What follows belongs to an exercise in optimizing a design on an open flow for small area; a production flow would make more cautious choices.
The RTL was checked by simulation tests, not by an equivalence proof against the original design.
Power is estimated from default activity; no workload was simulated.

==> inputs of run Y <==
==> flow/design.v <==
`timescale 1ns/100ps
package armPkg;
  localparam int dataWidth    = 32;
  localparam int regAddrWidth = 4;
  localparam int numRegs      = 16;   
  localparam int flagWidth    = 4;
  typedef logic [dataWidth-1:0]    dataT;      
  typedef logic [regAddrWidth-1:0] regAddrT;
  typedef logic [flagWidth-1:0]    flagsT;     
  typedef enum logic [1:0] {
    aluAdd = 2'b00,
    aluSub = 2'b01,
    aluAnd = 2'b10,
    aluOrr = 2'b11
  } aluOpT;
  typedef enum logic {
    immByte = 1'b0,   
    immWord = 1'b1    
  } immSrcT;
  typedef enum logic [1:0] {
    fwdReg    = 2'b00,   
    fwdResult = 2'b01,   
    fwdAluOut = 2'b10    
  } fwdSelT;
endpackage
`timescale 1ns/100ps
`timescale 1ns/100ps
`timescale 1ns/100ps
`timescale 1ns/100ps
`timescale 1ns/100ps
`timescale 1ns/100ps
module armDatapath (
  input  logic    clk,
  input  logic    rstN,
  input  armPkg::dataT    instrF,
  input  logic    regSrcD,       
  input  armPkg::immSrcT  immSrcD,
  input  logic    aluSrcE,
  input  armPkg::aluOpT   aluControlE,
  input  armPkg::fwdSelT  forwardAE,
  input  armPkg::fwdSelT  forwardBE,
  input  logic    memToRegW,
  input  logic    regWriteW,
  input  logic    stallD,
  input  logic    flushD,
  input  armPkg::dataT    readDataM,
  output armPkg::dataT    instrD,
  output armPkg::dataT    aluOutM,
  output armPkg::dataT    writeDataM,
  output armPkg::flagsT   aluFlagsE,
  output logic    match1EM,
  output logic    match1EW,
  output logic    match2EM,
  output logic    match2EW,
  output logic    match12DE
);
  logic v1;
  always_ff @(posedge clk or negedge rstN) begin
    if (!rstN) v1 <= 1'b0;
    else       v1 <= 1'b1;
  end
  logic [31:0] instrNext;
  logic holdD, loadD;
  assign holdD = ~flushD & stallD;
  assign loadD = ~flushD & ~stallD;
  holdMux32 hmD (.q(instrD), .d(instrF), .hold(holdD), .we(loadD), .y(instrNext));
  always_ff @(posedge clk or negedge rstN) begin
    if (!rstN) instrD <= '0;
    else       instrD <= instrNext;
  end
  logic [3:0] ra1D, ra2D, waD;
  assign ra1D = instrD[19:16];
  assign ra2D = regSrcD ? instrD[15:12] : instrD[3:0];
  assign waD  = instrD[15:12];
  logic [3:0] ra1E, ra2E, waE, waM, waW;
  always_ff @(posedge clk or negedge rstN) begin
    if (!rstN) begin
      ra1E <= '0; ra2E <= '0; waE <= '0; waM <= '0; waW <= '0;
    end else begin
      ra1E <= ra1D; ra2E <= ra2D; waE <= waD; waM <= waE; waW <= waM;
    end
  end
  assign match1EM  = (waM == ra1E);
  assign match1EW  = (waW == ra1E);
  assign match2EM  = (waM == ra2E);
  assign match2EW  = (waW == ra2E);
  assign match12DE = (ra1D == waE) || (ra2D == waE);
  logic [11:0] immE;
  always_ff @(posedge clk) begin
    immE[7:0]  <= instrD[7:0];
    immE[11:8] <= immSrcD ? instrD[11:8] : 4'b0;
  end
  logic [31:0] aluOutW, readDataW, resultW;
  always_ff @(posedge clk) begin
    aluOutW   <= aluOutM;
    readDataW <= readDataM;
  end
  assign resultW = ({32{memToRegW & v1}} & readDataW) | ({32{~memToRegW & v1}} & aluOutW);
  logic [31:0] regs [16];
  logic [31:0] regsNext [16];
  logic [15:0] weR, holdR;
  always_comb begin
    for (int i = 0; i < 16; i++) begin
      weR[i]   = regWriteW & (waW == 4'(i));
      holdR[i] = ~weR[i];
    end
  end
  for (genvar i = 0; i < 16; i++) begin : g_reg
    holdMux32 hm (.q(regs[i]), .d(resultW), .hold(holdR[i]), .we(weR[i]), .y(regsNext[i]));
  end
  always_ff @(posedge clk) begin
    for (int i = 0; i < 16; i++) regs[i] <= regsNext[i];
  end
  logic [15:0] decA, decB;
  always_comb begin
    for (int i = 0; i < 16; i++) begin
      decA[i] = v1 & (ra1E == 4'(i));
      decB[i] = v1 & (ra2E == 4'(i));
    end
  end
  logic regA, regB;
  assign regA = forwardAE[0] ~^ forwardAE[1];
  assign regB = forwardBE[0] ~^ forwardBE[1];
  logic [17:0] selA, selB;
  for (genvar i = 0; i < 16; i++) begin : g_sel
    selectGate sgA (.dec(decA[i]), .en(regA), .sel(selA[i]));
    selectGate sgB (.dec(decB[i]), .en(regB), .sel(selB[i]));
  end
  assign selA[16] = forwardAE == 2'b01;
  assign selA[17] = forwardAE == 2'b10;
  assign selB[16] = forwardBE == 2'b01;
  assign selB[17] = forwardBE == 2'b10;
  logic [17:0][31:0] srcs;
  always_comb begin
    for (int i = 0; i < 16; i++) srcs[i] = regs[i];
    srcs[16] = resultW;
    srcs[17] = aluOutM;
  end
  logic [31:0] srcAE, writeDataE;
  operandSelect opA (.sel(selA), .srcs(srcs), .y(srcAE));
  operandSelect opB (.sel(selB), .srcs(srcs), .y(writeDataE));
  logic [31:0] aluResult;
  logic [3:0]  flagsE;
  aluUnit alu0 (
    .a(srcAE), .wd(writeDataE), .imm(immE & {12{v1}}), .aluSrc(aluSrcE),
    .op(aluControlE), .y(aluResult), .flags(flagsE)
  );
  assign aluFlagsE = flagsE;
  always_ff @(posedge clk or negedge rstN) begin
    if (!rstN) begin
      aluOutM    <= '0;
      writeDataM <= '0;
    end else begin
      aluOutM    <= aluResult;
      writeDataM <= writeDataE;
    end
  end
endmodule
module operandSelect (
  input  logic [17:0]       sel,
  input  logic [17:0][31:0] srcs,
  output logic [31:0]       y
);
  for (genvar j = 0; j < 32; j++) begin : g_bit
    logic [5:0] part;
    for (genvar k = 0; k < 6; k++) begin : g_part
      aoi222 ao (.a0(srcs[3*k][j]),   .s0(sel[3*k]),
                 .a1(srcs[3*k+1][j]), .s1(sel[3*k+1]),
                 .a2(srcs[3*k+2][j]), .s2(sel[3*k+2]), .y(part[k]));
    end
    nand6 nd (.x(part), .y(y[j]));
  end
endmodule
module selectGate (
  input  logic dec,
  input  logic en,
  output logic sel
);
  assign sel = dec & en;
endmodule
module aoi222 (
  input  logic a0, s0, a1, s1, a2, s2,
  output logic y
);
  assign y = ~((a0 & s0) | (a1 & s1) | (a2 & s2));
endmodule
module nand6 (
  input  logic [5:0] x,
  output logic       y
);
  assign y = ~&x;
endmodule
module holdMux32 (
  input  logic [31:0] q,
  input  logic [31:0] d,
  input  logic        hold,
  input  logic        we,
  output logic [31:0] y
);
  assign y = (q & {32{hold}}) | (d & {32{we}});
endmodule
module aluUnit (
  input  logic [31:0] a,
  input  logic [31:0] wd,
  input  logic [11:0] imm,
  input  logic        aluSrc,
  input  logic [1:0]  op,
  output logic [31:0] y,
  output logic [3:0]  flags
);
  logic [31:0] b, bx, sum, g, p;
  logic        sub, cout, zero;
  assign b   = aluSrc ? {20'b0, imm} : wd;
  assign sub = ~op[1] & op[0];
  assign bx  = b ^ {32{sub}};
  adder32 add0 (.a(a), .b(bx), .cin(sub), .s(sum), .g(g), .p(p), .cout(cout));
  assign y = op[1] ? (g | (p & {32{op[0]}})) : sum;
  zeroDetect zd0 (.r(y), .z(zero));
  assign flags = {y[31], zero, ~op[1] & cout,
                  ~op[1] & (a[31] == bx[31]) & (sum[31] != a[31])};
endmodule
module adder32 (
  input  logic [31:0] a,
  input  logic [31:0] b,
  input  logic        cin,
  output logic [31:0] s,
  output logic [31:0] g,
  output logic [31:0] p,
  output logic        cout
);
  logic [31:0] G, P;
  logic [32:0] c;
  always_comb begin
    g = a & b;
    p = a ^ b;
    G = g;
    P = p;
    G[0] = g[0] | (p[0] & cin);
    for (int k = 1; k <= 5; k++)
      for (int i = 0; i < 32; i++)
        if (((i + 1) % (1 << k)) == 0) begin
          G[i] = G[i] | (P[i] & G[i - (1 << (k-1))]);
          P[i] = P[i] & P[i - (1 << (k-1))];
        end
    for (int k = 4; k >= 1; k--)
      for (int i = 0; i < 32; i++)
        if (((i + 1) % (1 << k)) == (1 << (k-1)) && i >= (1 << k)) begin
          G[i] = G[i] | (P[i] & G[i - (1 << (k-1))]);
        end
    c[0] = cin;
    for (int i = 0; i < 32; i++) c[i+1] = G[i];
    s = p ^ c[31:0];
    cout = c[32];
  end
endmodule
module zeroDetect (
  input  logic [31:0] r,
  output logic        z
);
  assign z = (r == 32'b0);
endmodule
==> flow/flow/run.sh <==
#!/bin/bash
# Standard ORFS layout, with the port buffers made from the smallest buffer
# instead of ORFS's default pick (a delay cell). Every port still gets one.
set -euo pipefail
export BUFFER_PORTS_ARGS="-buffer_cell sky130_fd_sc_hd__buf_1"
bash standard.sh finish > make_finish.log 2>&1
==> flow/standard.sh <==
#!/bin/bash
# synth_recipe.tcl (not shown) runs the flow's synth.tcl, then flattens the netlist and writes it again
# the make line also repeats each setting of config.mk as NAME=value (left out here)
make -C /OpenROAD-flow-scripts/flow DESIGN_CONFIG=/design/flow/config.mk WORK_HOME=/design/flow/orfs CLKGATE_MAP_FILE= SYNTH_SCRIPT=/design/flow/synth_recipe.tcl "${@:-finish}"
==> flow/config.mk <==
export PLATFORM = sky130hd
export DESIGN_NAME = armDatapath
export DESIGN_NICKNAME = armDatapath
export VERILOG_FILES = /design/flow/design.v
export SDC_FILE = /design/flow/constraint.sdc
export NUM_CORES = 4
export LEC_CHECK = 0
export CAP_MARGIN = 20
export CORE_MARGIN = 2
export CORE_UTILIZATION = 40
export CTS_CLUSTER_DIAMETER = 150
export CTS_CLUSTER_SIZE = 25
export SLEW_MARGIN = 20
export SYNTH_HIERARCHICAL = 1
export SYNTH_MINIMUM_KEEP_SIZE = 0
==> flow/constraint.sdc <==
create_clock -name core_clock -period 9.0 [get_ports {clk}]
set_input_delay 1.8000 -clock core_clock [delete_from_list [all_inputs] [get_ports {clk}]]
set_output_delay 1.8000 -clock core_clock [all_outputs]
set_load 0.01 [all_outputs]
==> inputs of run B, as changes to run Y <==
==> flow/design.v (replaced) <==
`timescale 1ns/100ps
package armPkg;
  localparam int dataWidth    = 32;
  localparam int regAddrWidth = 4;
  localparam int numRegs      = 16;   
  localparam int flagWidth    = 4;
  typedef logic [dataWidth-1:0]    dataT;      
  typedef logic [regAddrWidth-1:0] regAddrT;
  typedef logic [flagWidth-1:0]    flagsT;     
  typedef enum logic [1:0] {
    aluAdd = 2'b00,
    aluSub = 2'b01,
    aluAnd = 2'b10,
    aluOrr = 2'b11
  } aluOpT;
  typedef enum logic {
    immByte = 1'b0,   
    immWord = 1'b1    
  } immSrcT;
  typedef enum logic [1:0] {
    fwdReg    = 2'b00,   
    fwdResult = 2'b01,   
    fwdAluOut = 2'b10    
  } fwdSelT;
endpackage
`timescale 1ns/100ps
`timescale 1ns/100ps
`timescale 1ns/100ps
`timescale 1ns/100ps
`timescale 1ns/100ps
`timescale 1ns/100ps
module armDatapath (
  input  logic    clk,
  input  logic    rstN,
  input  armPkg::dataT    instrF,
  input  logic    regSrcD,       
  input  armPkg::immSrcT  immSrcD,
  input  logic    aluSrcE,
  input  armPkg::aluOpT   aluControlE,
  input  armPkg::fwdSelT  forwardAE,
  input  armPkg::fwdSelT  forwardBE,
  input  logic    memToRegW,
  input  logic    regWriteW,
  input  logic    stallD,
  input  logic    flushD,
  input  armPkg::dataT    readDataM,
  output armPkg::dataT    instrD,
  output armPkg::dataT    aluOutM,
  output armPkg::dataT    writeDataM,
  output armPkg::flagsT   aluFlagsE,
  output logic    match1EM,
  output logic    match1EW,
  output logic    match2EM,
  output logic    match2EW,
  output logic    match12DE
);
  logic v1;
  always_ff @(posedge clk or negedge rstN) begin
    if (!rstN) v1 <= 1'b0;
    else       v1 <= 1'b1;
  end
  always_ff @(posedge clk or negedge rstN) begin
    if (!rstN)          instrD <= '0;
    else if (flushD)    instrD <= '0;
    else if (!stallD)   instrD <= instrF;
  end
  logic [3:0] ra1D, ra2D, waD;
  assign ra1D = instrD[19:16];
  assign ra2D = regSrcD ? instrD[15:12] : instrD[3:0];
  assign waD  = instrD[15:12];
  logic [3:0] ra1E, ra2E, waE, waM, waW;
  always_ff @(posedge clk or negedge rstN) begin
    if (!rstN) begin
      ra1E <= '0; ra2E <= '0; waE <= '0; waM <= '0; waW <= '0;
    end else begin
      ra1E <= ra1D; ra2E <= ra2D; waE <= waD; waM <= waE; waW <= waM;
    end
  end
  assign match1EM  = (waM == ra1E);
  assign match1EW  = (waW == ra1E);
  assign match2EM  = (waM == ra2E);
  assign match2EW  = (waW == ra2E);
  assign match12DE = (ra1D == waE) || (ra2D == waE);
  logic [11:0] immE;
  always_ff @(posedge clk) begin
    immE[7:0]  <= instrD[7:0];
    immE[11:8] <= immSrcD ? instrD[11:8] : 4'b0;
  end
  logic [31:0] aluOutW, readDataW, resultW;
  always_ff @(posedge clk) begin
    aluOutW   <= aluOutM;
    readDataW <= readDataM;
  end
  logic selRdW, selAluW;
  assign selRdW  = memToRegW & v1;
  assign selAluW = ~memToRegW & v1;
  assign resultW = ({32{selRdW}} & readDataW) | ({32{selAluW}} & aluOutW);
  logic [31:0] regs [16];
  always_ff @(posedge clk) begin
    for (int i = 0; i < 16; i++)
      if (regWriteW && waW == 4'(i)) regs[i] <= resultW;
  end
  logic [15:0] selA, selB;
  logic selAR, selAM, selBR, selBM, regA, regB;
  assign regA  = v1 & (forwardAE[0] ~^ forwardAE[1]);
  assign regB  = v1 & (forwardBE[0] ~^ forwardBE[1]);
  assign selAR = forwardAE == 2'b01;
  assign selAM = forwardAE == 2'b10;
  assign selBR = forwardBE == 2'b01;
  assign selBM = forwardBE == 2'b10;
  always_comb begin
    for (int i = 0; i < 16; i++) begin
      selA[i] = regA & (ra1E == 4'(i));
      selB[i] = regB & (ra2E == 4'(i));
    end
  end
  logic [31:0] srcAE, writeDataE, srcBE;
  always_comb begin
    srcAE      = ({32{selAR}} & resultW) | ({32{selAM}} & aluOutM);
    writeDataE = ({32{selBR}} & resultW) | ({32{selBM}} & aluOutM);
    for (int i = 0; i < 16; i++) begin
      srcAE      = srcAE      | ({32{selA[i]}} & regs[i]);
      writeDataE = writeDataE | ({32{selB[i]}} & regs[i]);
    end
  end
  assign srcBE = aluSrcE ? {20'b0, immE & {12{v1}}} : writeDataE;
  logic        subE;
  logic [31:0] bE, aluResult;
  logic [32:0] sumE;
  logic        carryE, ovfE;
  assign subE = (aluControlE == 2'b01);
  assign bE   = srcBE ^ {32{subE}};
  assign sumE = {1'b0, srcAE} + {1'b0, bE} + {32'b0, subE};
  always_comb begin
    case (aluControlE)
      2'b10:   aluResult = srcAE & srcBE;
      2'b11:   aluResult = srcAE | srcBE;
      default: aluResult = sumE[31:0];
    endcase
  end
  assign carryE = ~aluControlE[1] & sumE[32];
  assign ovfE   = ~aluControlE[1] & (srcAE[31] == bE[31]) & (sumE[31] != srcAE[31]);
  logic zeroE;
  zeroDetect zd0 (.r(aluResult), .z(zeroE));
  assign aluFlagsE = {aluResult[31], zeroE, carryE, ovfE};
  always_ff @(posedge clk or negedge rstN) begin
    if (!rstN) begin
      aluOutM    <= '0;
      writeDataM <= '0;
    end else begin
      aluOutM    <= aluResult;
      writeDataM <= writeDataE;
    end
  end
endmodule
module zeroDetect (
  input  logic [31:0] r,
  output logic        z
);
  assign z = (r == 32'b0);
endmodule
CTS_CLUSTER_DIAMETER = default   (was 150)
CTS_CLUSTER_SIZE = default   (was 25)
==> inputs of run C, as changes to run Y <==
--- a/flow/design.v
+++ b/flow/design.v
@@ -60,12 +60,8 @@
     else       v1 <= 1'b1;
   end
-  logic [31:0] instrNext;
-  logic holdD, loadD;
-  assign holdD = ~flushD & stallD;
-  assign loadD = ~flushD & ~stallD;
-  holdMux32 hmD (.q(instrD), .d(instrF), .hold(holdD), .we(loadD), .y(instrNext));
-  always_ff @(posedge clk or negedge rstN) begin
-    if (!rstN) instrD <= '0;
-    else       instrD <= instrNext;
+  always_ff @(posedge clk or negedge rstN) begin
+    if (!rstN)          instrD <= '0;
+    else if (flushD)    instrD <= '0;
+    else if (!stallD)   instrD <= instrF;
   end
   logic [3:0] ra1D, ra2D, waD;
@@ -112,23 +108,18 @@
     for (int i = 0; i < 16; i++) regs[i] <= regsNext[i];
   end
-  logic [15:0] decA, decB;
-  always_comb begin
-    for (int i = 0; i < 16; i++) begin
-      decA[i] = v1 & (ra1E == 4'(i));
-      decB[i] = v1 & (ra2E == 4'(i));
-    end
-  end
+  logic [17:0] selA, selB;
   logic regA, regB;
   assign regA = forwardAE[0] ~^ forwardAE[1];
   assign regB = forwardBE[0] ~^ forwardBE[1];
-  logic [17:0] selA, selB;
-  for (genvar i = 0; i < 16; i++) begin : g_sel
-    selectGate sgA (.dec(decA[i]), .en(regA), .sel(selA[i]));
-    selectGate sgB (.dec(decB[i]), .en(regB), .sel(selB[i]));
-  end
-  assign selA[16] = forwardAE == 2'b01;
-  assign selA[17] = forwardAE == 2'b10;
-  assign selB[16] = forwardBE == 2'b01;
-  assign selB[17] = forwardBE == 2'b10;
+  always_comb begin
+    for (int i = 0; i < 16; i++) begin
+      selA[i] = v1 & (ra1E == 4'(i)) & regA;
+      selB[i] = v1 & (ra2E == 4'(i)) & regB;
+    end
+    selA[16] = forwardAE == 2'b01;
+    selA[17] = forwardAE == 2'b10;
+    selB[16] = forwardBE == 2'b01;
+    selB[17] = forwardBE == 2'b10;
+  end
   logic [17:0][31:0] srcs;
   always_comb begin
@@ -172,11 +163,4 @@
   end
 endmodule
-module selectGate (
-  input  logic dec,
-  input  logic en,
-  output logic sel
-);
-  assign sel = dec & en;
-endmodule
 module aoi222 (
   input  logic a0, s0, a1, s1, a2, s2,
@@ -209,11 +193,17 @@
   output logic [3:0]  flags
 );
-  logic [31:0] b, bx, sum, g, p;
+  logic [31:0] b, bx, sum;
   logic        sub, cout, zero;
   assign b   = aluSrc ? {20'b0, imm} : wd;
   assign sub = ~op[1] & op[0];
   assign bx  = b ^ {32{sub}};
-  adder32 add0 (.a(a), .b(bx), .cin(sub), .s(sum), .g(g), .p(p), .cout(cout));
-  assign y = op[1] ? (g | (p & {32{op[0]}})) : sum;
+  adder32 add0 (.a(a), .b(bx), .cin(sub), .s(sum), .cout(cout));
+  always_comb begin
+    case (op)
+      2'b10:   y = a & b;
+      2'b11:   y = a | b;
+      default: y = sum;
+    endcase
+  end
   zeroDetect zd0 (.r(y), .z(zero));
   assign flags = {y[31], zero, ~op[1] & cout,
@@ -225,9 +215,7 @@
   input  logic        cin,
   output logic [31:0] s,
-  output logic [31:0] g,
-  output logic [31:0] p,
   output logic        cout
 );
-  logic [31:0] G, P;
+  logic [31:0] g, p, G, P;
   logic [32:0] c;
   always_comb begin
CTS_CLUSTER_DIAMETER = 100   (was 150)
CTS_CLUSTER_SIZE = 30   (was 25)
==> notes <==
- The highest sequential power belongs to run B, the lowest to run C.
- First-iteration DRC count: run Y > run C > run B.
- The lowest power belongs to run C, the highest to run B.
- Between run Y and run C, the lower die area is in run Y (gap about 0.23%, measured against run C).
- Register-to-register slack, lowest first: run B, run Y, run C.
- Clock skew: run Y > run C > run B.
==> figures <==
metric	run C	run B	run Y
Outcome	finished clean	finished clean	finished clean
Routed wire length per instance	34.0 um	34.5 um	33.3 um
Most common library cell in the layout ignoring fill and taps	sky130_fd_sc_hd__dfxtp_1	sky130_fd_sc_hd__edfxtp_1	sky130_fd_sc_hd__dfxtp_1
Most used standard cell by instance count after synthesis	sky130_fd_sc_hd__dfxtp_1	sky130_fd_sc_hd__edfxtp_1	sky130_fd_sc_hd__dfxtp_1
Num CTS Buffers	30	78	34
Sequential cell power	3830 uW	3960 uW	3920 uW
Sequential cell area fraction in the yosys report	0.492	0.639	0.493
Design Power	6870 uW	8820 uW	7080 uW
Number of buffer and inverter stages on the critical path	7	6	4
Clock group power	1780 uW	3390 uW	1850 uW
Hold path start	instrD[4]$_DFFE_PN0P_	instrD[5]$_DFFE_PN0P_	instrD[4]$_DFF_PN0_
Number of warning messages in the yosys log	12	8	11
Pint	4740 uW	6380 uW	4910 uW

## afterwards: timing with drivers on the ports
The flow's constraints put no driver on any port. The routed layouts listed below were extracted and timed again, unchanged, in two steps. Step 1 sets driving cells, clkbuf_16 on the clock port and buf_2 on the other inputs (assumed; they add their load-dependent delay and slew). Step 2 moves the port delays by t, midway between the first and last clock arrival at a register: inputs arrive t later, outputs are due t later. That takes back most of the time a late clock gives input paths. Three values: ideal ports, drivers, drivers and shift; two values: the first two.
run	shift t [ns]	setup slack, ns	worst hold slack (ns)
run Y	0.661	0.192 / 0.157 / 0.157	0.410 / 0.410 / 0.410
run B	0.688	0.229 / 0.198 / 0.198	0.400 / 0.400 / 0.400
run C	0.724	0.160 / 0.134 / 0.134	0.416 / 0.416 / 0.416
After both steps setup and hold are still met in every run listed. For run Y, which loses most, drivers alone change the setup slack by -0.035 ns; drivers and shift together by -0.035 ns.
